This design comes from an exercise in tuning for a short achievable clock period and few clock cycles on the open sky130 flow, not from production work.
Only simulation tests tie the RTL to the original design; equivalence was not proved.
Power figures rest on the tool's default switching activity, not on a simulated workload.

**flow/run.sh**
```bash
#!/bin/bash
# synth_recipe.tcl (not shown) runs the flow's synth.tcl, then flattens the netlist and writes it again
# the make line also repeats each setting of config.mk as NAME=value (left out here)
make -C /OpenROAD-flow-scripts/flow DESIGN_CONFIG=/design/flow/config.mk WORK_HOME=/design/flow/orfs CLKGATE_MAP_FILE= SYNTH_SCRIPT=/design/flow/synth_recipe.tcl finish
```
**flow/constraint.sdc**
```tcl
create_clock -name core_clock -period 8.0 [get_ports {clk}]
set_input_delay 1.6000 -clock core_clock [delete_from_list [all_inputs] [get_ports {clk}]]
set_output_delay 1.6000 -clock core_clock [all_outputs]
set_load 0.01 [all_outputs]
```
**flow/config.mk**
```make
export PLATFORM = sky130hd
export DESIGN_NAME = int_ex_unit
export DESIGN_NICKNAME = int_ex_unit
export VERILOG_FILES = /design/flow/design.v
export SDC_FILE = /design/flow/constraint.sdc
export NUM_CORES = 4
export LEC_CHECK = 0
export CAP_MARGIN = 20
export CORE_MARGIN = 2
export CORE_UTILIZATION = 40
export SLEW_MARGIN = 20
```
**flow/design.v**
```verilog
package rv_isa_pkg;
	localparam int xlen = 32;
	localparam int alu_func_w = 5;
	localparam logic [alu_func_w-1:0] alu_add  = 5'h00;
	localparam logic [alu_func_w-1:0] alu_sub  = 5'h01;
	localparam logic [alu_func_w-1:0] alu_and  = 5'h02;
	localparam logic [alu_func_w-1:0] alu_or   = 5'h03;
	localparam logic [alu_func_w-1:0] alu_xor  = 5'h04;
	localparam logic [alu_func_w-1:0] alu_sll  = 5'h05;
	localparam logic [alu_func_w-1:0] alu_srl  = 5'h06;
	localparam logic [alu_func_w-1:0] alu_sra  = 5'h07;
	localparam logic [alu_func_w-1:0] alu_slt  = 5'h08;
	localparam logic [alu_func_w-1:0] alu_sltu = 5'h09;
	localparam logic [alu_func_w-1:0] alu_div  = 5'h0a;
	localparam logic [alu_func_w-1:0] alu_rem  = 5'h0b;
	localparam logic [alu_func_w-1:0] alu_divu = 5'h0c;
	localparam logic [alu_func_w-1:0] alu_remu = 5'h0d;
endpackage
package ex_pkg;
	localparam int tag_w = 4;
	localparam logic [31:0] result_rst = '0;
	localparam int div_b = 2;
	localparam int div_s = (32 + div_b - 1) / div_b;
	localparam int div_nw = div_s * div_b;
	localparam int div_mw   = 32 + div_b;
	localparam int div_mulw = div_mw * ((1 << div_b) - 1);
endpackage
`timescale 1ns/1ps
import rv_isa_pkg::*;
module int_alu (
	input  logic [rv_isa_pkg::alu_func_w-1:0] func,
	input  logic [rv_isa_pkg::xlen-1:0]       opa,
	input  logic [rv_isa_pkg::xlen-1:0]       opb,
	output logic [rv_isa_pkg::xlen-1:0]       result
);
	logic [4:0] shamt;
	logic       lt_signed;
	logic       lt_unsigned;
	assign shamt       = opb[4:0];
	assign lt_signed   = $signed(opa) < $signed(opb);
	assign lt_unsigned = opa < opb;
	always_comb begin
		case (func)
			alu_add: begin
				result = opa + opb;
			end
			alu_sub: begin
				result = opa - opb;
			end
			alu_and: begin
				result = opa & opb;
			end
			alu_or: begin
				result = opa | opb;
			end
			alu_xor: begin
				result = opa ^ opb;
			end
			alu_sll: begin
				result = opa << shamt;
			end
			alu_srl: begin
				result = opa >> shamt;
			end
			alu_sra: begin
				result = $signed(opa) >>> shamt;
			end
			alu_slt: begin
				result = {{(xlen-1){1'b0}}, lt_signed};
			end
			alu_sltu: begin
				result = {{(xlen-1){1'b0}}, lt_unsigned};
			end
			default: begin
				result = '0;
			end
		endcase
	end
endmodule
`timescale 1ns/1ps
import rv_isa_pkg::*;
import ex_pkg::*;
module div_stage (
	input  logic                             clk,
	input  logic [rv_isa_pkg::xlen-1:0]      r_in,
	input  logic [ex_pkg::div_nw-1:0]        nq_in,
	input  logic [ex_pkg::div_mulw-1:0]      mul_in,
	output logic [rv_isa_pkg::xlen-1:0]      r_out,
	output logic [ex_pkg::div_nw-1:0]        nq_out,
	output logic [ex_pkg::div_mulw-1:0]      mul_out
);
	localparam int mw = div_mw;
	localparam int nk = 1 << div_b;
	logic [mw-1:0]     rs;
	logic [mw:0]       diff [0:nk-1];
	logic [nk:0]       ge;
	logic [div_b-1:0]  digit;
	logic [xlen-1:0]   r_next;
	assign rs = {r_in, nq_in[div_nw-1 -: div_b]};
	always_comb begin
		diff[0] = {1'b0, rs};
		ge[0]   = 1'b1;
		ge[nk]  = 1'b0;
		for (int k = 1; k < nk; k++) begin
			diff[k] = {1'b0, rs} - {1'b0, mul_in[(k-1)*mw +: mw]};
			ge[k]   = !diff[k][mw];
		end
		digit  = '0;
		r_next = '0;
		for (int k = 0; k < nk; k++) begin
			if (ge[k] && !ge[k+1]) begin
				digit  = digit | div_b'(k);
				r_next = r_next | diff[k][xlen-1:0];
			end
		end
	end
	always_ff @(posedge clk) begin
		r_out   <= r_next;
		nq_out  <= {nq_in[div_nw-div_b-1:0], digit};
		mul_out <= mul_in;
	end
endmodule
module div_multiples (
	input  logic [rv_isa_pkg::xlen-1:0]      d,
	output logic [ex_pkg::div_mulw-1:0]      mul
);
	localparam int mw = div_mw;
	localparam int nk = 1 << div_b;
	always_comb begin
		for (int k = 1; k < nk; k++) begin
			mul[(k-1)*mw +: mw] = mw'(d) * mw'(k);
		end
	end
endmodule
module divider (
	input  logic                             clk,
	input  logic [rv_isa_pkg::xlen-1:0]      n_in,
	input  logic [ex_pkg::div_mulw-1:0]      mul_in,
	output logic [rv_isa_pkg::xlen-1:0]      quotient,
	output logic [rv_isa_pkg::xlen-1:0]      remainder
);
	logic [xlen-1:0]     r_p   [0:div_s];
	logic [div_nw-1:0]   nq_p  [0:div_s];
	logic [div_mulw-1:0] mul_p [0:div_s];
	assign r_p[0]   = '0;
	assign nq_p[0]  = div_nw'(n_in);
	assign mul_p[0] = mul_in;
	for (genvar s = 0; s < div_s; s++) begin : g_st
		div_stage st_i (
			.clk     (clk),
			.r_in    (r_p[s]),
			.nq_in   (nq_p[s]),
			.mul_in  (mul_p[s]),
			.r_out   (r_p[s+1]),
			.nq_out  (nq_p[s+1]),
			.mul_out (mul_p[s+1])
		);
	end
	assign quotient  = nq_p[div_s][xlen-1:0];
	assign remainder = r_p[div_s];
endmodule
`timescale 1ns/1ps
import rv_isa_pkg::*;
import ex_pkg::*;
module ex_issue_ctrl (
	input  logic                              clk,
	input  logic                              rst,
	input  logic                              issue_valid,
	input  logic [rv_isa_pkg::alu_func_w-1:0] issue_func,
	input  logic [rv_isa_pkg::xlen-1:0]       issue_opa,
	input  logic [rv_isa_pkg::xlen-1:0]       issue_opb,
	input  logic [ex_pkg::tag_w-1:0]          issue_tag,
	input  logic [rv_isa_pkg::xlen-1:0]       alu_result,
	input  logic [rv_isa_pkg::xlen-1:0]       quotient,
	input  logic [rv_isa_pkg::xlen-1:0]       remainder,
	output logic [rv_isa_pkg::alu_func_w-1:0] op_func,
	output logic [rv_isa_pkg::xlen-1:0]       op_a,
	output logic [rv_isa_pkg::xlen-1:0]       op_b,
	output logic [rv_isa_pkg::xlen-1:0]       div_n,
	output logic [ex_pkg::div_mulw-1:0]       div_mul,
	output logic                              ex_busy,
	output logic                              result_valid,
	output logic [rv_isa_pkg::xlen-1:0]       result_data,
	output logic [ex_pkg::tag_w-1:0]          result_tag
);
	localparam int meta_w = tag_w + 4;
	logic              v0;
	logic [tag_w-1:0]  t0;
	logic              is_div;
	logic              signed_op;
	logic [xlen-1:0]   a_mag;
	logic [xlen-1:0]   b_mag;
	logic              v1;
	logic [tag_w-1:0]  t1;
	logic              div1;
	logic              sel_r1;
	logic              qneg1;
	logic              rneg1;
	logic [xlen-1:0]   alu1;
	logic [xlen-1:0]   n1;
	logic [xlen-1:0]   d1;
	logic [meta_w-1:0] meta [0:div_s+1];
	logic [xlen-1:0]   q_fix;
	logic [xlen-1:0]   r_fix;
	assign ex_busy = 1'b0;
	always_ff @(posedge clk) begin
		if (rst) begin
			v0 <= 1'b0;
		end else begin
			v0 <= issue_valid;
		end
		op_func <= issue_func;
		op_a    <= issue_opa;
		op_b    <= issue_opb;
		t0      <= issue_tag;
	end
	assign is_div    = op_func[3] && (op_func[2] || op_func[1]);
	assign signed_op = op_func[3] && !op_func[2] && op_func[1];
	assign a_mag     = (signed_op && op_a[xlen-1]) ? -op_a : op_a;
	assign b_mag     = (signed_op && op_b[xlen-1]) ? -op_b : op_b;
	always_ff @(posedge clk) begin
		if (rst) begin
			v1 <= 1'b0;
		end else begin
			v1 <= v0;
		end
		t1     <= t0;
		div1   <= is_div;
		sel_r1 <= !is_div || op_func[0];
		qneg1  <= is_div && signed_op && (op_a[xlen-1] ^ op_b[xlen-1]) && (op_b != '0);
		rneg1  <= is_div && signed_op && op_a[xlen-1];
		alu1   <= alu_result;
		n1     <= a_mag;
		d1     <= is_div ? b_mag : '0;
	end
	logic [div_mulw-1:0] mul1;
	div_multiples mul_i (
		.d   (d1),
		.mul (mul1)
	);
	always_ff @(posedge clk) begin
		div_n   <= div1 ? n1 : alu1;
		div_mul <= mul1;
	end
	assign meta[0] = {v1, t1, sel_r1, qneg1, rneg1};
	always_ff @(posedge clk) begin
		for (int s = 0; s <= div_s; s++) begin
			if (rst) begin
				meta[s+1][meta_w-1] <= 1'b0;
			end else begin
				meta[s+1][meta_w-1] <= meta[s][meta_w-1];
			end
			meta[s+1][meta_w-2:0] <= meta[s][meta_w-2:0];
		end
	end
	assign q_fix = meta[div_s+1][1] ? -quotient : quotient;
	assign r_fix = meta[div_s+1][0] ? -remainder : remainder;
	always_ff @(posedge clk) begin
		if (rst) begin
			result_valid <= 1'b0;
		end else begin
			result_valid <= meta[div_s+1][meta_w-1];
		end
		result_tag  <= meta[div_s+1][meta_w-2 -: tag_w];
		result_data <= meta[div_s+1][2] ? r_fix : q_fix;
	end
endmodule
`timescale 1ns/1ps
import rv_isa_pkg::*;
import ex_pkg::*;
module int_ex_unit (
	input  logic                              clk,
	input  logic                              rst,
	input  logic                              issue_valid,
	input  logic [rv_isa_pkg::alu_func_w-1:0] issue_func,
	input  logic [rv_isa_pkg::xlen-1:0]       issue_opa,
	input  logic [rv_isa_pkg::xlen-1:0]       issue_opb,
	input  logic [ex_pkg::tag_w-1:0]          issue_tag,
	output logic                              ex_busy,
	output logic                              result_valid,
	output logic [rv_isa_pkg::xlen-1:0]       result_data,
	output logic [ex_pkg::tag_w-1:0]          result_tag
);
	logic [alu_func_w-1:0] op_func;
	logic [xlen-1:0]       op_a;
	logic [xlen-1:0]       op_b;
	logic [xlen-1:0]       alu_result;
	logic [xlen-1:0]       div_n;
	logic [div_mulw-1:0]   div_mul;
	logic [xlen-1:0]       quotient;
	logic [xlen-1:0]       remainder;
	ex_issue_ctrl ctrl_i (
		.clk          (clk),
		.rst          (rst),
		.issue_valid  (issue_valid),
		.issue_func   (issue_func),
		.issue_opa    (issue_opa),
		.issue_opb    (issue_opb),
		.issue_tag    (issue_tag),
		.alu_result   (alu_result),
		.quotient     (quotient),
		.remainder    (remainder),
		.op_func      (op_func),
		.op_a         (op_a),
		.op_b         (op_b),
		.div_n        (div_n),
		.div_mul      (div_mul),
		.ex_busy      (ex_busy),
		.result_valid (result_valid),
		.result_data  (result_data),
		.result_tag   (result_tag)
	);
	int_alu alu_i (
		.func   (op_func),
		.opa    (op_a),
		.opb    (op_b),
		.result (alu_result)
	);
	divider div_i (
		.clk       (clk),
		.n_in      (div_n),
		.mul_in    (div_mul),
		.quotient  (quotient),
		.remainder (remainder)
	);
endmodule
```
==> results of run 1 <==
[Yosys cell counts, types with 50 or more instances]
master    instances
dfxtp_1        2448
ha_1           1594
inv_1          1403
a21oi_1        1385
o21ai_0         986
nand2_1         935
nor2_1          913
xnor2_1         835
a21o_1          755
xor2_1          500
nand3_1         318
clkbuf_1        314
nor3_1          255
o21a_1          236
nand2b_1        221
nor2b_1         214
o21bai_1        180
o211ai_1        178
a22oi_1         162
a211oi_1        147
a31oi_1         140
o31ai_1         137
and3_1          134
nand4_1         126
a222oi_1        122
or3_1           103
a221o_1         102
a211o_1          79
nor4_1           73
o22ai_1          64
o221ai_1         63
o311ai_0         63
and2_1           62
or2_2            59
mux2i_1          58
o31a_1           53
a221oi_1         52
buf_2            51
fa_1             50
[worst max-delay path, cell delays in order (launching register included)]
cell and delay, ns:
dfxtp_1 0.58, ha_1 0.29, inv_1 0.09, fa_1 0.43
a211oi_1 0.31, o21ai_0 0.20, a2111oi_0 0.76, o31ai_1 0.31
o21ai_0 0.29, nand3_1 0.23, and4_1 0.29, o32a_1 0.63
nor2_1 0.61, a22oi_1 0.19, o311ai_0 0.12
[metal layers]
metal,vias up,part of all wire (%),track usage [%]
li1,59500,-,-
met3,1366,5.7,3.26
met2,4471,46,44.8
met5,-,0.025,0
met4,18,8.5,20.2
met1,57600,40,31.8
[flip-flops by register name, summed over array words and instances, names as in the netlist, 4 cells and up]
name / count
div_i.g_st.st_i.mul_out: 975
div_i.g_st.st_i.nq_out: 512
div_i.g_st.st_i.r_out: 512
ctrl_i.meta: 136
ctrl_i.div_mul: 65
ctrl_i.alu1: 32
ctrl_i.d1: 32
ctrl_i.div_n: 32
ctrl_i.n1: 32
ctrl_i.op_a: 32
ctrl_i.op_b: 32
ctrl_i.result_data: 32
ctrl_i.op_func: 5
ctrl_i.result_tag: 4
ctrl_i.t0: 4
ctrl_i.t1: 4
[power groups by stage]
stage	Clock, mW	Sequential, mW	Combinational [mW]
floorplan	0	16.8	33.6
global placement	0	19.3	43.7
detailed placement	0	19.3	43.7
CTS	14.0	19.1	44.0
global route	14.5	19.2	49.3
finish	13.7	19.1	44.8
[area by class of cell]
cell class | instances | area (um^2) | area share, %
multi-input cells | 12100 | 87700 | 54.8
flip-flops and latches | 2448 | 49000 | 30.6
clock buffers | 366 | 7950 | 4.97
well taps | 4751 | 5940 | 3.72
inverters | 1406 | 5280 | 3.30
clock inverters | 144 | 1940 | 1.21
repair buffers | 209 | 1850 | 1.16
diodes | 109 | 273 | 0.171
[kinds of logic after synthesis]
family,synth area share [%]
AO/OA/AOI/OAI,25.0
multiplexers,1.18
AND/OR/NAND/NOR,12.1
adder cells (fa/ha/maj),14.6
flip-flops,34.2
other,0.00261
buffers and inverters,4.79
XOR/XNOR,8.15
[through the flow]
stage	utilization, %	setup WS, ns	power [mW]	cell area [um^2]
6_report	44.9	2.61	77.6	160000
3_3_place_gp	42.0	2.71	63.0	150000
5_1_grt	44.8	2.23	83.0	160000
4_1_cts	44.8	2.64	77.1	160000
2_1_floorplan	-	3.92	50.4	143000
3_5_place_dp	42.0	2.66	63.0	150000
[path summary, 6_finish.rpt]
kind	startpoint	to	slack, ns	cells past startpoint
max	div_i.g_st[12].st_i.mul_out[68]$_DFF_P_	div_i.g_st[13].st_i.r_out[26]$_DFF_P_	2.61	14
min	div_i.g_st[4].st_i.nq_out[4]$_DFF_P_	div_i.g_st[5].st_i.nq_out[6]$_DFF_P_	0.30	0
max reg2reg	div_i.g_st[12].st_i.mul_out[68]$_DFF_P_	div_i.g_st[13].st_i.r_out[26]$_DFF_P_	2.61	14
min reg2reg	div_i.g_st[4].st_i.nq_out[4]$_DFF_P_	div_i.g_st[5].st_i.nq_out[6]$_DFF_P_	0.30	0
==> impl_metrics.tcl, run 1 <==
set metrics [dict create \
    place_congestion 0.996 \
    synth_ff_type "dfxtp_1" \
    die_w_um 603 \
    critPathLaunchType "register" \
    synth_area_leaders "dfxtp_1 34%, ha_1 14%, xnor2_1 5.1%" \
    synthCells 16300 \
    path_max_fanout 19 \
    period_needed_ns 5.39 \
    antenna_found_initial 47 \
    cts_buffer_depth 4 \
    ioPinCount 114 \
    dpl.cell_count 20900 \
    die_y_um 603 \
    max_cap_viol_count 0 \
    numPortBuffers 112 \
    p_switching_mw 35.7 \
    fmax_mhz 186 \
    initial_utilization_pct 40.2 \
    tightestPinTransition_ns 1.19 \
    power.internal_mw 41.9 \
    yosysSeqAreaShare_pct 34.2 \
    row_count 219 \
    core_area_mm2 0.356 \
    setup-violations-final 0 \
    finalSetupTns_ns 0 \
    routed_wl_um 507000 \
    synth_cell_type_count 110 \
    switching_share_pct 46.0 \
    cts_tree "yes" \
    cts_sinks 2448 \
    grt_pass1_wl_um 745000 \
    grt.overflow.total 0 \
    clk_latency_ns 0.94 \
    grt_usage_pct 26.9 \
    layout_common_cells "2441 x dfxtp_1, 1594 x ha_1, 1402 x inv_1" \
    async_reset_ff_share_pct 0 \
    holdBufCountCts 0 \
    hold_slack_ns 0.301 \
    dieArea_mm2 0.363 \
    vias_per_cell 5.72 \
    power_density_mw_per_mm2 485 \
    synth_top_area_share_pct 34.2 \
    cts.repair.resized 0 \
    grt_max_degree 69 \
    syn_avg_cell_area_um2 8.79 \
    syn-cell-area_mm2 0.143 \
    synthToLayoutAreaGrowth_pct 11.5 \
    skew_ns 0.0623 \
    final_cells 21500 \
    synth_area_leader_cell "dfxtp_1" \
    layout_commonest_cell "dfxtp_1" \
    dpl.hpwl_um 413000 \
    cts_made_buffers 281 \
    layout-drive-gt1-share_pct 4.99 \
    hold_viol 0 \
    drc_errors 0 \
    status "complete, no violations" \
    drt-wirelength-per-cell_um 23.6 \
    h-tree-depth 5 \
    finalCritPeriodShare_pct 67.3 \
    grt_setup_unrepaired "false" \
    path_clk_slew_ns 0.06 \
    worst_ir_drop_vdd_mv 0.206 \
    relSlewSlack_pct 20.8 \
    route.antenna.remaining_nets 0 \
    first_pass_iters 10 \
    combinationalPowerShare_pct 57.7 \
    vias 123000 \
    worstPathArrival_ns 6.21 \
    post-cts-setup-buffers 0 \
    seq_power_share_pct 24.6 \
    worst_ep_required_time_ns 8.82 \
    synth_edf_count 0 \
    grt_pass1_vias 118000 \
    yosysWarnings 13 \
    drt-initial-drc-count 10500 \
    pwr-share-clk_pct 17.7 \
    crit_type "reg2reg" \
    hp-class "reg2reg" \
    p_leak_nw 68.5 \
    clockRootBuffer "clkbuf_16" \
    nFillCells 35100 \
    cp-end-kind "register" \
    synth-seq-cells 2448 \
    drv_slew 0 \
    nets 18100 \
]
Testbench counts, summed over its fixed seeds: cycles 4,960.
==> inputs of run 2 (changes only) <==
--- a/flow/config.mk
+++ b/flow/config.mk
@@ -8,4 +8,6 @@
 export CAP_MARGIN = 20
 export CORE_MARGIN = 2
 export CORE_UTILIZATION = 40
+export SETUP_SLACK_MARGIN = 5.0
 export SLEW_MARGIN = 20
+export TNS_END_PERCENT = 100
==> run 2 against run 1 <==
  * Maximum frequency grew 40%
  * Setup slack gained 1.5 ns
  * Global-route usage grew 1.3 points
  * Core utilization grew 7.4 points
  * Die area is the same
  * Combinational power grew 39%
  * Non-clock buffer count grew 1138
  * Critical endpoint is now div_i.g_st[11].st_i.r_out[25]$_DFF_P_
  * Highest routed layer unchanged
==> impl_metrics.tcl, run 2 <==
set metrics [dict create \
    status "complete, no violations" \
    synth_area_leaders "dfxtp_1 34%, ha_1 14%, xnor2_1 5.1%" \
    layout-drive-gt1-share_pct 22.4 \
    drc_errors 0 \
    row_count 219 \
    hold_viol 0 \
    die_y_um 603 \
    vias_per_cell 5.83 \
    synth_area_leader_cell "dfxtp_1" \
    nets 19300 \
    antenna_found_initial 33 \
    synth-seq-cells 2448 \
    syn_avg_cell_area_um2 8.79 \
    skew_ns 0.0958 \
    yosysSeqAreaShare_pct 34.2 \
    cts_sinks 2448 \
    synthToLayoutAreaGrowth_pct 29.8 \
    layout_commonest_cell "dfxtp_1" \
    synth_xor_area_share_pct 8.15 \
    tightestPinTransition_ns 1.12 \
    synth.area.mux_share_pct 1.18 \
    clockRootBuffer "clkbuf_16" \
    initial_utilization_pct 40.2 \
    regToRegSetupSlack_ns 4.14 \
    cts_made_buffers 272 \
    holdBufCountCts 0 \
    synthCells 16300 \
    grt_usage_pct 28.2 \
    route.antenna.remaining_nets 0 \
    syn-cell-area_mm2 0.143 \
    synth_ff_type "dfxtp_1" \
    numPortBuffers 112 \
    async_reset_ff_share_pct 0 \
    synth_edf_count 0 \
    synthAdderAreaFrac_pct 14.6 \
    synth_cell_type_count 110 \
    regMostFlops "div_i.g_st.st_i.mul_out" \
    p_leak_nw 78.0 \
    path_clk_slew_ns 0.06 \
    crit_type "reg2reg" \
    r2r_start "div_i.g_st[10].st_i.nq_out[30]$_DFF_P_" \
    grt_pass1_vias 125000 \
    synth_most_common_cell "dfxtp_1" \
    grt_setup_unrepaired "true" \
    drt-wirelength-per-cell_um 24.1 \
    relSlewSlack_pct 24.9 \
    layout_common_cells "2040 x dfxtp_1, 1380 x ha_1, 1285 x inv_1" \
    vias 132000 \
    ioPinCount 114 \
    core_area_mm2 0.356 \
    yosysWarnings 13 \
    grt_pass1_wl_um 786000 \
    hp-class "reg2reg" \
    fmax_mhz 259 \
    dieArea_mm2 0.363 \
    power_density_mw_per_mm2 509 \
    worstPathArrival_ns 4.69 \
    finalCritPeriodShare_pct 48.3 \
    dpl.hpwl_um 387000 \
    drt-initial-drc-count 12600 \
    rr_endpoint "div_i.g_st[11].st_i.r_out[25]$_DFF_P_" \
    clk_latency_ns 0.98 \
    path_max_fanout 5 \
    rr_worst_depth 17 \
    layout_top_registers "div_i.g_st.st_i.mul_out x975, div_i.g_st.st_i.nq_out x512, div_i.g_st.st_i.r_out x512" \
    period_needed_ns 3.86 \
    max_cap_viol_count 0 \
    h-tree-depth 5 \
    routed_wl_um 545000 \
    grt_max_degree 79 \
    setup-violations-final 0 \
    cp-end-kind "register" \
    synth_top_area_share_pct 34.2 \
    min_from "div_i.g_st[11].st_i.nq_out[13]$_DFF_P_" \
    yosys.area_share.simple_pct 12.1 \
    finalSetupTns_ns 0 \
    synthTopCellsByCount "2448 x dfxtp_1, 1594 x ha_1, 1403 x inv_1" \
    place_congestion 0.967 \
    cts_buffer_depth 4 \
    hold_depth 0 \
    synth_top_family_by_area "compound AO/OA/AOI/OAI gates" \
    worst_ir_drop_vdd_mv 0.256 \
    drv_slew 0 \
    cts_tree "yes" \
    hold_slack_ns 0.285 \
    first_pass_iters 8 \
    critPathLaunchType "register" \
    grt.overflow.total 0 \
    synth_compound_area_share_pct 25.0 \
    die_w_um 603 \
    worst_ep_required_time_ns 8.83 \
    holdPathEnd "div_i.g_st[12].st_i.nq_out[15]$_DFF_P_" \
    largest_reg_flops 975 \
]
## run 2: area by class of cell
cell class,count,area [um^2]
repair buffers,1347,16000
clock inverters,142,1850
flip-flops and latches,2448,49900
well taps,4751,5940
fillers,32200,170000
inverters,1406,5480
multi-input cells,12100,99300
clock buffers,353,7660
diodes,53,133
## run 2: critical path, stage by stage (launching register included)
cell and delay, ns:
dfxtp_2 0.33, inv_2 0.06, ha_4 0.14, inv_4 0.03
fa_2 0.35, a211oi_2 0.25, o21ai_1 0.11, a31oi_2 0.23
o31ai_2 0.10, a221o_1 0.38, a41o_4 0.34, a31o_4 0.25
a221o_1 0.40, buf_12 0.18, nor2_4 0.23, buf_12 0.17
a222oi_1 0.09, o21ai_1 0.12
## run 2: logic make-up (layout without fill, tap and decap cells)
group / count (synthesis) / in the layout
other cells: 1 / 54
compound gates: 5376 / 5377
flops: 2448 / 2448
buf+inv: 1806 / 3248
xor+xnor: 1335 / 1335
simple gates: 3573 / 3594
fa+ha+maj: 1644 / 1644
mux: 125 / 125
## run 2: repair_timing
item                        CTS  global route
resized for setup          2393           883
pin swaps                   739           647
cloned                      132            11
buffers inserted            728           294
setup endpoints to repair   642           598
## run 2: per-layer routing
metal  vias up  part of all wire [%]  track usage, %
li1      61800                     -               -
met1     62600                    42            36.4
met2      5666                    44            44.4
met3      1487                   7.9            4.71
met4         8                   6.8            16.1
met5         -                0.0083               0
## run 2: where the power goes
part           internal, mW  leakage [nW]  switching (mW)
clock network          7.85          4.64            5.43
logic                  28.7          52.8            33.6
registers              15.2          20.5            3.97
total                  51.8          78.0            43.0
## run 2: worst max path at each step
stage | from | end | slack [ns] | cells past startpoint
2_1_floorplan | div_i.g_st[0].st_i.nq_out[30]$_DFF_P_ | div_i.g_st[1].st_i.r_out[21]$_DFF_P_ | 4.59 | 16
3_3_place_gp | div_i.g_st[8].st_i.mul_out[36]$_DFF_P_ | div_i.g_st[9].st_i.r_out[9]$_DFF_P_ | 3.15 | 13
5_1_grt | div_i.g_st[8].st_i.mul_out[68]$_DFF_P_ | div_i.g_st[9].st_i.r_out[10]$_DFF_P_ | 3.99 | 18
4_1_cts | div_i.g_st[8].st_i.mul_out[68]$_DFF_P_ | div_i.g_st[9].st_i.r_out[8]$_DFF_P_ | 4.08 | 18
6_report | div_i.g_st[10].st_i.nq_out[30]$_DFF_P_ | div_i.g_st[11].st_i.r_out[25]$_DFF_P_ | 4.14 | 17
3_5_place_dp | div_i.g_st[8].st_i.mul_out[36]$_DFF_P_ | div_i.g_st[9].st_i.r_out[8]$_DFF_P_ | 3.17 | 15
## run 2: stage by stage
stage	setup WS (ns)	util (%)	instance area (um^2)	power [mW]	cells
after global routing	3.99	52.2	186000	99.9	22600
after detailed placement	3.17	42.5	152000	63.9	20900
final	4.14	52.2	186000	94.8	22600
after global placement	3.15	42.5	152000	64.0	20900
after floorplan	4.59	-	146000	52.2	16300
after CTS	4.08	50.3	179000	89.4	22200
==> inputs of run 3 (changes only) <==
--- a/flow/design.v
+++ b/flow/design.v
@@ -80,6 +80,34 @@
 `timescale 1ns/1ps
 import rv_isa_pkg::*;
 import ex_pkg::*;
+module ks_add #(
+	parameter int w = 32
+) (
+	input  logic [w-1:0] a,
+	input  logic [w-1:0] b,
+	input  logic         cin,
+	output logic [w-1:0] sum,
+	output logic         cout
+);
+	localparam int lv = (w < 2) ? 1 : (w < 4) ? 2 : (w < 8) ? 3 : (w < 16) ? 4 : (w < 32) ? 5 : (w < 64) ? 6 : 7;
+	logic [w:0] g [0:lv];
+	logic [w:0] p [0:lv];
+	assign g[0] = {a & b, cin};
+	assign p[0] = {a ^ b, 1'b0};
+	for (genvar l = 0; l < lv; l++) begin : g_lv
+		for (genvar i = 0; i <= w; i++) begin : g_bit
+			if (i >= (1 << l)) begin : g_op
+				assign g[l+1][i] = g[l][i] | (p[l][i] & g[l][i-(1<<l)]);
+				assign p[l+1][i] = p[l][i] & p[l][i-(1<<l)];
+			end else begin : g_pass
+				assign g[l+1][i] = g[l][i];
+				assign p[l+1][i] = p[l][i];
+			end
+		end
+	end
+	assign sum  = p[0][w:1] ^ g[lv][w-1:0];
+	assign cout = g[lv][w];
+endmodule
 module div_stage (
 	input  logic                             clk,
 	input  logic [rv_isa_pkg::xlen-1:0]      r_in,
@@ -92,19 +120,24 @@
 	localparam int mw = div_mw;
 	localparam int nk = 1 << div_b;
 	logic [mw-1:0]     rs;
-	logic [mw:0]       diff [0:nk-1];
+	logic [mw-1:0]     diff [0:nk-1];
 	logic [nk:0]       ge;
 	logic [div_b-1:0]  digit;
 	logic [xlen-1:0]   r_next;
 	assign rs = {r_in, nq_in[div_nw-1 -: div_b]};
+	assign diff[0] = rs;
+	assign ge[0]   = 1'b1;
+	assign ge[nk]  = 1'b0;
+	for (genvar k = 1; k < nk; k++) begin : g_sub
+		ks_add #(.w(mw)) sub_i (
+			.a    (rs),
+			.b    (~mul_in[(k-1)*mw +: mw]),
+			.cin  (1'b1),
+			.sum  (diff[k]),
+			.cout (ge[k])
+		);
+	end
 	always_comb begin
-		diff[0] = {1'b0, rs};
-		ge[0]   = 1'b1;
-		ge[nk]  = 1'b0;
-		for (int k = 1; k < nk; k++) begin
-			diff[k] = {1'b0, rs} - {1'b0, mul_in[(k-1)*mw +: mw]};
-			ge[k]   = !diff[k][mw];
-		end
 		digit  = '0;
 		r_next = '0;
 		for (int k = 0; k < nk; k++) begin
--- a/flow/config.mk
+++ b/flow/config.mk
@@ -7,7 +7,7 @@
 export LEC_CHECK = 0
 export CAP_MARGIN = 20
 export CORE_MARGIN = 2
-export CORE_UTILIZATION = 40
+export CORE_UTILIZATION = 60
 export SETUP_SLACK_MARGIN = 5.0
 export SLEW_MARGIN = 20
 export TNS_END_PERCENT = 100
==> run 3 against run 2 <==
  * Synthesized area fell by 2.3%
  * Total power up 3.9%
  * Clock skew rose by 0.0033 ns
  * Die area shrank 35%
  * Final area down 1.3%
  * Register-to-register slack better by 0.24 ns
  * Worst hold slack got worse by 0.027 ns
  * Global-route usage grew 15 points
  * Synthesized cell count is 3.2% lower
  * Largest power group unchanged
  * Highest routed layer unchanged
==> impl_metrics.tcl, run 3 <==
set metrics [dict create \
    dpl.hpwl_um 365000 \
    layout-drive-gt1-share_pct 26.0 \
    synth_area_leader_cell "dfxtp_1" \
    h-tree-depth 4 \
    status "complete, no violations" \
    regToRegSetupSlack_ns 4.38 \
    hold_viol 0 \
    synth_ff_type "dfxtp_1" \
    drt-initial-drc-count 15900 \
    fmax_mhz 276 \
    cp-end-kind "register" \
    layout_commonest_cell "dfxtp_1" \
    period_needed_ns 3.62 \
    cts_made_buffers 241 \
    worst_ep_required_time_ns 8.82 \
    yosysWarnings 17 \
    setup-violations-final 0 \
    synthToLayoutAreaGrowth_pct 31.2 \
    layout_common_cells "1933 x dfxtp_1, 1255 x inv_1, 1195 x ha_1" \
    cts_tree "yes" \
    die_y_um 487 \
    path_clk_slew_ns 0.07 \
    grt_max_degree 68 \
    grt_usage_pct 42.9 \
    yosysSeqAreaShare_pct 35.0 \
    power_density_mw_per_mm2 536 \
    tightestPinTransition_ns 1.27 \
    grt_pass1_wl_um 786000 \
    synth_cell_type_count 116 \
    numPortBuffers 112 \
    die_w_um 487 \
    antenna_found_initial 40 \
    synth_area_leaders "dfxtp_1 35%, ha_1 14%, xnor2_1 5.3%" \
    holdPathEnd "ctrl_i.meta[5][2]$_DFF_P_" \
    rr_worst_depth 15 \
    drc_errors 0 \
    place_congestion 1.05 \
    hold_depth 0 \
    dieArea_mm2 0.237 \
    worst_ir_drop_vdd_mv 0.362 \
    max_cap_viol_count 0 \
    synthCells 15800 \
    clockRootBuffer "clkbuf_16" \
    synth-seq-cells 2448 \
    synth_edf_count 0 \
    drt-wirelength-per-cell_um 27.1 \
    rr_endpoint "div_i.g_st[5].st_i.r_out[8]$_DFF_P_" \
    r2r_start "div_i.g_st[4].st_i.mul_out[48]$_DFF_P_" \
    syn-cell-area_mm2 0.140 \
    first_pass_iters 11 \
    largest_reg_flops 975 \
    cts_sinks 2448 \
    path_max_fanout 7 \
    fin_util_pct 79.1 \
    cts_buffer_depth 3 \
    nets 18900 \
    synthTopCellsByCount "2448 x dfxtp_1, 1609 x ha_1, 1386 x inv_1" \
    async_reset_ff_share_pct 0 \
    ff_latch_area_mm2 0.0501 \
    power_mw 98.5 \
    nFillCells 14500 \
    core_area_mm2 0.232 \
    ioPinCount 114 \
    vias 136000 \
    layout_top_registers "div_i.g_st.st_i.mul_out x975, div_i.g_st.st_i.nq_out x512, div_i.g_st.st_i.r_out x512" \
    clk_latency_ns 0.97 \
    drv_slew 0 \
    finalCritPeriodShare_pct 45.3 \
    regMostFlops "div_i.g_st.st_i.mul_out" \
    crit_type "reg2reg" \
    routed_wl_um 555000 \
    multi_input_area_mm2 0.0987 \
    syn_avg_cell_area_um2 8.87 \
    grt_setup_unrepaired "true" \
    relSlewSlack_pct 14.4 \
    row_count 177 \
    initial_utilization_pct 60.3 \
    grt_pass1_vias 130000 \
    layout_setup_ws_ns 4.38 \
    route.antenna.remaining_nets 0 \
    vias_per_cell 6.64 \
    finalSetupTns_ns 0 \
    worstPathArrival_ns 4.44 \
    synth_top_area_share_pct 35.0 \
    skew_ns 0.0991 \
    critPathLaunchType "register" \
    hp-class "reg2reg" \
    min_from "ctrl_i.meta[4][2]$_DFF_P_" \
    grt.overflow.total 0 \
    post-place-ws_ns 3.14 \
    p_leak_nw 77.0 \
    synth_most_common_cell "dfxtp_1" \
]
==> run 3: changes by cell type in the layout (fill, tap and decap cells not counted), moves of 53 or more <==
cell / delta
nor2_1: -105
nand2_1: +72
a21oi_1: -133
ha_1: -185
dfxtp_1: -107
o21a_1: -64
ha_4: +182
o21ai_0: -137
buf_6: +53
dfxtp_2: +96
buf_4: +115
==> run 3: metrics by stage <==
| step | hold slack (ns) | cells | area, um^2 |
|---|---|---|---|
| final | 0.258 | 20500 | 184000 |
| after global routing | 0.267 | 20500 | 184000 |
| after CTS | 0.263 | 20100 | 176000 |
| after floorplan | 0.310 | 15800 | 141000 |
| after global placement | 0.310 | 18700 | 145000 |
| after detailed placement | 0.312 | 18700 | 145000 |
==> run 3: worst max-delay path by stage <==
stage | depth (start not counted) | end | from
floorplan | 17 | ctrl_i.alu1[30]$_DFF_P_ | ctrl_i.op_b[2]$_DFF_P_
global placement | 15 | div_i.g_st[1].st_i.r_out[17]$_DFF_P_ | div_i.g_st[0].st_i.mul_out[43]$_DFF_P_
detailed placement | 15 | div_i.g_st[1].st_i.r_out[17]$_DFF_P_ | div_i.g_st[0].st_i.mul_out[43]$_DFF_P_
CTS | 16 | div_i.g_st[13].st_i.r_out[18]$_DFF_P_ | div_i.g_st[12].st_i.mul_out[37]$_DFF_P_
global route | 15 | div_i.g_st[5].st_i.r_out[2]$_DFF_P_ | div_i.g_st[4].st_i.mul_out[50]$_DFF_P_
finish | 15 | div_i.g_st[5].st_i.r_out[8]$_DFF_P_ | div_i.g_st[4].st_i.mul_out[48]$_DFF_P_
==> run 3: kinds of logic (layout without fill, tap and decap cells) <==
group	Yosys count	count (layout)	synth area share (%)
AO/OA/AOI/OAI	5012	5016	24.1
AND/OR/NAND/NOR	3452	3473	11.9
flip-flops	2448	2448	35.0
buffers and inverters	1767	3342	4.81
adder cells (fa/ha/maj)	1612	1612	14.4
XOR/XNOR	1359	1359	8.50
multiplexers	140	140	1.30
other	1	57	0.00268
==> run 3: worst max-delay path, stage by stage (launching register included) <==
cell,delay (ns)
dfxtp_2,0.41
inv_1,0.09
ha_1,0.37
a21oi_4,0.22
nor2b_1,0.09
o211a_1,0.26
o31ai_2,0.29
nand2_1,0.11
a21o_1,0.20
a2111oi_4,0.38
clkbuf_16,0.21
nor2_4,0.04
buf_12,0.14
clkbuf_4,0.19
a222oi_1,0.35
o21ai_1,0.14
==> run 3: routing by layer <==
| layer | GRT usage [%] | part of all wire, % | routed length, um | vias up |
|---|---|---|---|---|
| li1 | - | - | - | 60000 |
| met1 | 50.7 | 36 | 198000 | 64000 |
| met2 | 66.5 | 43 | 240000 | 9062 |
| met3 | 9.97 | 11 | 60700 | 3037 |
| met4 | 35.1 | 10 | 55700 | 18 |
| met5 | 0 | 0.022 | 120 | - |
==> run 3: report_power, final <==
group | leakage [nW] | switching [mW] | internal (mW) | total, mW
combinational | 52.2 | 35.8 | 30.6 | 66.4
clock | 4.26 | 5.37 | 7.07 | 12.4
sequential | 20.6 | 4.23 | 15.4 | 19.6
==> run 3: final cells by class <==
| cell class | instances | share of cell area, % |
|---|---|---|
| multi-input combinational | 11600 | 53.7 |
| clock buffer | 314 | 3.72 |
| antenna | 41 | 0.0558 |
| clock inverter | 144 | 1.11 |
| tap | 3043 | 2.07 |
| timing repair inverter | 3 | 0.0143 |
| sequential | 2448 | 27.2 |
| timing repair buffer | 1494 | 9.15 |
| inverter | 1387 | 2.91 |
==> run 3: timing repair <==
action	4_1_cts	5_1_grt
resized for setup	3030	1041
pin swaps	974	801
cloned	133	10
setup endpoints to repair	611	591
setup buffers	810	366
hold buffers	0	0
Testbench counts of run 3, summed over its fixed seeds: cycles 4,960.

[static timing again, ports no longer ideal]
How much do the figures lean on ideal ports? The routed layouts below were timed once more, with nothing changed but the port constraints. Step 1 assumes that a clkbuf_16 drives the clock port and a buf_2 every other input. Step 2 also shifts input and output timing later by t, the mid clock arrival at the registers, as if the neighbouring blocks saw the same clock. Slacks: ideal / step 1 / step 2; pairs: ideal / step 1.
| run | t, ns | setup slack, ns | hold WS [ns] | worst setup path after step 2 | slew at the worst register clock pin (ns) |
|---|---|---|---|---|---|
| run 1 | 1.022 | 2.612 / 2.612 / 2.612 | 0.301 / 0.301 / 0.301 | register to register | 0.07 / 0.07 |
| run 2 | 1.034 | 4.140 / 4.140 / 4.140 | 0.285 / 0.285 / 0.285 | register to register | 0.07 / 0.07 |
| run 3 | 1.030 | 4.377 / 4.377 / 4.377 | 0.258 / 0.258 / 0.258 | register to register | 0.08 / 0.08 |
After both steps setup and hold are still met in every run listed.
